This design comes from an exercise in tuning for small area on the open sky130 flow, not from production work.
In this exercise RTL edits were held to simulation tests only and were not proved equivalent to the original.
Power is estimated from default activity; no workload was simulated.

== build 37 ==
==> flow/design.v <==
module rb_window_stream #(
    parameter int PIXEL_WIDTH = 8,
    parameter int K           = 3,
    parameter int IMG_WIDTH   = 128,
    parameter int IMG_HEIGHT  = 128
) (
    input  logic                                 clk,
    input  logic                                 rst,
    input  logic                                 in_valid,
    output logic                                 in_ready,
    input  logic [PIXEL_WIDTH-1:0]               in_pixel,
    input  logic                                 in_sof,
    output logic                                 out_valid,
    input  logic                                 out_ready,
    output logic [K*PIXEL_WIDTH-1:0]             out_col,
    output logic [$clog2(IMG_WIDTH)-1:0]         out_x,
    output logic [$clog2(IMG_HEIGHT)-1:0]        out_y,
    output logic                                 out_eof
);
    localparam int XW    = $clog2(IMG_WIDTH);
    localparam int YW    = $clog2(IMG_HEIGHT);
    localparam int PW    = PIXEL_WIDTH;
    localparam int DEPTH = (K - 1) * IMG_WIDTH + 1;    
    localparam logic [XW-1:0] X_LAST = XW'(IMG_WIDTH - 1);
    localparam logic [YW-1:0] Y_LAST = YW'(IMG_HEIGHT - 1);
    localparam logic [YW-1:0] Y_PRIM = YW'(K - 1);
    logic              adv;
    logic              accept;
    logic              move;        
    logic              s1_valid_reg;
    logic              s1_sof_reg;
    logic [PW-1:0]     s1_pixel_reg;
    logic              out_full_reg;
    logic [XW-1:0]     out_x_reg;   
    logic [YW-1:0]     out_y_reg;
    logic [XW-1:0]     s1_x;
    logic [YW-1:0]     s1_y;
    logic [PW-1:0]     sr [DEPTH];
    assign adv    = !out_valid || out_ready;
    assign in_ready = adv && !rst;
    assign accept = in_valid && adv && !rst;
    assign move   = adv && s1_valid_reg;
    always_comb begin
        if (s1_sof_reg) begin
            s1_x = '0;
            s1_y = '0;
        end else if (out_x_reg == X_LAST) begin
            s1_x = '0;
            s1_y = (out_y_reg == Y_LAST) ? '0 : out_y_reg + YW'(1);
        end else begin
            s1_x = out_x_reg + XW'(1);
            s1_y = out_y_reg;
        end
    end
    always_ff @(posedge clk) begin
        if (accept) begin
            s1_pixel_reg <= in_pixel;
            s1_sof_reg   <= in_sof;
        end
    end
    always_ff @(posedge clk) begin
        if (move) begin
            sr[0] <= s1_pixel_reg;
            for (int i = 1; i < DEPTH; i++) sr[i] <= sr[i-1];
        end
    end
    always_ff @(posedge clk) begin
        if (rst) begin
            s1_valid_reg <= 1'b0;
            out_full_reg <= 1'b0;
            out_x_reg    <= X_LAST;
            out_y_reg    <= Y_LAST;
        end else begin
            if (adv) begin
                s1_valid_reg <= accept;
                out_full_reg <= s1_valid_reg;
            end
            if (move) begin
                out_x_reg <= s1_x;
                out_y_reg <= s1_y;
            end
        end
    end
    assign out_valid = out_full_reg && (out_y_reg >= Y_PRIM);
    assign out_x     = out_x_reg;
    assign out_y     = out_y_reg;
    assign out_eof   = (out_x_reg == X_LAST) && (out_y_reg == Y_LAST);
    generate
        for (genvar k = 0; k < K; k++) begin : g_col
            assign out_col[(K-1-k)*PW +: PW] = sr[k*IMG_WIDTH];
        end
    endgenerate
endmodule
clock: 5.0 ns
lec_check: 0
cap_margin: 20
core_margin: 2
core_utilization: 60
cts_buf_list: sky130_fd_sc_hd__clkbuf_16
cts_cluster_diameter: 60
cts_cluster_size: 30
slew_margin: 20
run.sh (not shown) runs the stock make flow with config.mk's settings and CLKGATE_MAP_FILE= SYNTH_SCRIPT=/design/flow/synth_recipe.tcl, a recipe that flattens the netlist after the stock synthesis.
Relative to build 37, the following input files were edited for build 61:
- a deleted CTS_CLUSTER_SIZE that had been 30
- a deleted CTS_BUF_LIST that had been sky130_fd_sc_hd__clkbuf_16
- a deleted CTS_CLUSTER_DIAMETER that had been 60
==> flow/flow/run.sh (new file) <==
#!/bin/bash
# Standard layout, with the clock tree built from fewer, larger sink clusters and
# without dummy loads.
set -euo pipefail
export CTS_ARGS="-sink_clustering_enable -repair_clock_nets -sink_clustering_size 30 -sink_clustering_max_diameter 60 -buf_list sky130_fd_sc_hd__clkbuf_16 -dont_use_dummy_load"
bash standard.sh > standard.log 2>&1
==> flow/standard.sh (new file) <==
#!/bin/bash
# synth_recipe.tcl (not shown) runs the flow's synth.tcl, then flattens the netlist and writes it again
# the make line also repeats each setting of config.mk as NAME=value (left out here)
make -C /OpenROAD-flow-scripts/flow DESIGN_CONFIG=/design/flow/config.mk WORK_HOME=/design/flow/orfs CLKGATE_MAP_FILE= SYNTH_SCRIPT=/design/flow/synth_recipe.tcl "${@:-finish}"
removed: flow/run.sh
Results
Build 61 and build 37 all finish clean.
Build 61 against build 37: part of the total power dissipated in combinational logic level, final critical-path share of the clock period moved down, global-route wire length before repair moved down, number of global-route vias before repair moved down, clock period minus worst slack moved down.
From build 37 to build 61 the numbers moved as follows: area fraction of clock buffers and clock inverters shrank by 1.9 points, number of cells traversed by the worst register-to-register path grew by 1.
| routed wire length | build 61 vs build 37 | 1.2% lower |
The run with more setup slack is build 61; build 37 has less.
## Diff of input files: build 53 against build 61
- swapping 60 for 75 in CORE_UTILIZATION
==> flow/flow/run.sh <==
#!/bin/bash
# Standard layout, with the clock tree built from fewer, larger sink clusters and
# without dummy loads, and the smallest buffer on each port.
set -euo pipefail
export CTS_ARGS="-sink_clustering_enable -repair_clock_nets -sink_clustering_size 35 -sink_clustering_max_diameter 60 -buf_list sky130_fd_sc_hd__clkbuf_16 -dont_use_dummy_load"
export BUFFER_PORTS_ARGS="-buffer_cell sky130_fd_sc_hd__buf_1"
bash standard.sh > standard.log 2>&1
## What came out
On worst setup slack, build 61 loses to build 53.
Between build 61 and build 53, the cell count went down.
Taking build 61 as the reference, in build 53 average vias per placed instance went up about 9%, count of nets after finishing decreased by 53 relative to the old numbers, total power lost 0.0015 W.
Build 61 vs build 53, critical path start-end classification: flop to output port vs flop to flop
Build 53 improves on build 61 in detailed placer's ending HPWL.
Build 53 vs. build 61: via count of the routed design went down by 260, number of buffers and inverters on the critical path went up by 5.
Compared with build 61, build 53 shows area enclosed by the die boundary lower by about 20%.
Compared with build 61, build 53 shows buffering overhead lower by 0.69 points.
Relative to build 53, the following input files were edited for build 2:
- CORE_UTILIZATION changed from 75 to 60
==> flow/flow/run.sh <==
#!/bin/bash
# Standard layout, with the clock tree built from fewer, larger sink clusters and
# without dummy loads.
set -euo pipefail
export CTS_ARGS="-sink_clustering_enable -repair_clock_nets -sink_clustering_size 40 -sink_clustering_max_diameter 60 -buf_list sky130_fd_sc_hd__clkbuf_16 -dont_use_dummy_load"
bash standard.sh > standard.log 2>&1
Notes after the runs:
As of build 2, final weighted congestion of routability-driven global placement had fallen by a few percent compared to build 53.
The number of ordinary and repair buffers in the finished layout of build 2 is higher than that of build 53.
Area of the die, build 53 and build 2, lower one = build 53.
The following lists how build 57 was set up differently from build 2:
- changing CORE_UTILIZATION from 60 to 80
==> flow/flow/run.sh <==
#!/bin/bash
# Standard layout, with the clock tree built from fewer, larger sink clusters and
# without dummy loads.
set -euo pipefail
export CTS_ARGS="-sink_clustering_enable -repair_clock_nets -sink_clustering_size 40 -sink_clustering_max_diameter 55 -buf_list sky130_fd_sc_hd__clkbuf_16 -dont_use_dummy_load"
bash standard.sh > standard.log 2>&1
## What came out
- Build 57 never completed; the flow aborted with a tool error in detailed placement (3_5_place_dp).
- Comparing build 2 with build 57, the area after synthesis came out essentially unchanged.
- Lower weighted congestion reported at the end of routability-driven placement among build 2 and build 57: build 2
- Build 57 gives less die height than build 2 did.
- There was hardly any difference in post-synth net total between build 2 and build 57.
#### Input delta (build 91 over build 57)
- putting CTS_BUF_LIST at sky130_fd_sc_hd__clkbuf_8 where nothing was set
- swapping 80 for 60 in CORE_UTILIZATION
==> flow/run.sh (new file) <==
#!/bin/bash
# synth_recipe.tcl (not shown) runs the flow's synth.tcl, then flattens the netlist and writes it again
# the make line also repeats each setting of config.mk as NAME=value (left out here)
make -C /OpenROAD-flow-scripts/flow DESIGN_CONFIG=/design/flow/config.mk WORK_HOME=/design/flow/orfs CLKGATE_MAP_FILE= SYNTH_SCRIPT=/design/flow/synth_recipe.tcl finish
removed: flow/flow/run.sh
removed: flow/standard.sh
==> comparison <==
Of build 57 and build 91, only build 57 never reached the final stage.
Build 57: DPL-0033 in detailed placement (3_5_place_dp) -> run aborted
Number of synthesized register bits came out exactly the same in build 57 and build 91.
Going from build 57 to build 91, horizontal extent of the die up 15%; starting utilization of the core area down 20 points.

==> re-timing with driven ports <==
How much do the figures lean on ideal ports? The routed layouts below were timed once more, with nothing changed but the port constraints.
Step 1: set_driving_cell puts a clkbuf_16 on clk and a buf_2 on each other input, an assumption about the parent block.
Step 2 moves the port delays by t, midway between the first and last clock arrival at a register: inputs arrive t later, outputs are due t later. That takes back most of the time a late clock gives input paths.
a / b / c = ideal ports / drivers / drivers and shift; a / b = the first two.
run	shift t [ns]	slack for setup (ns)	worst setup path at the end	pins driven straight from the clock port
build 37	0.795	1.341 / 1.271 / 1.159	input to register	1
build 61	0.782	1.366 / 1.296 / 1.151	input to register	1
build 53	0.712	1.495 / 1.495 / 1.384	input to register	1
build 2	0.782	1.366 / 1.296 / 1.151	input to register	1
build 91	0.957	1.159 / 1.097 / 1.166	input to register	1
After both steps every run listed still meets setup and hold.
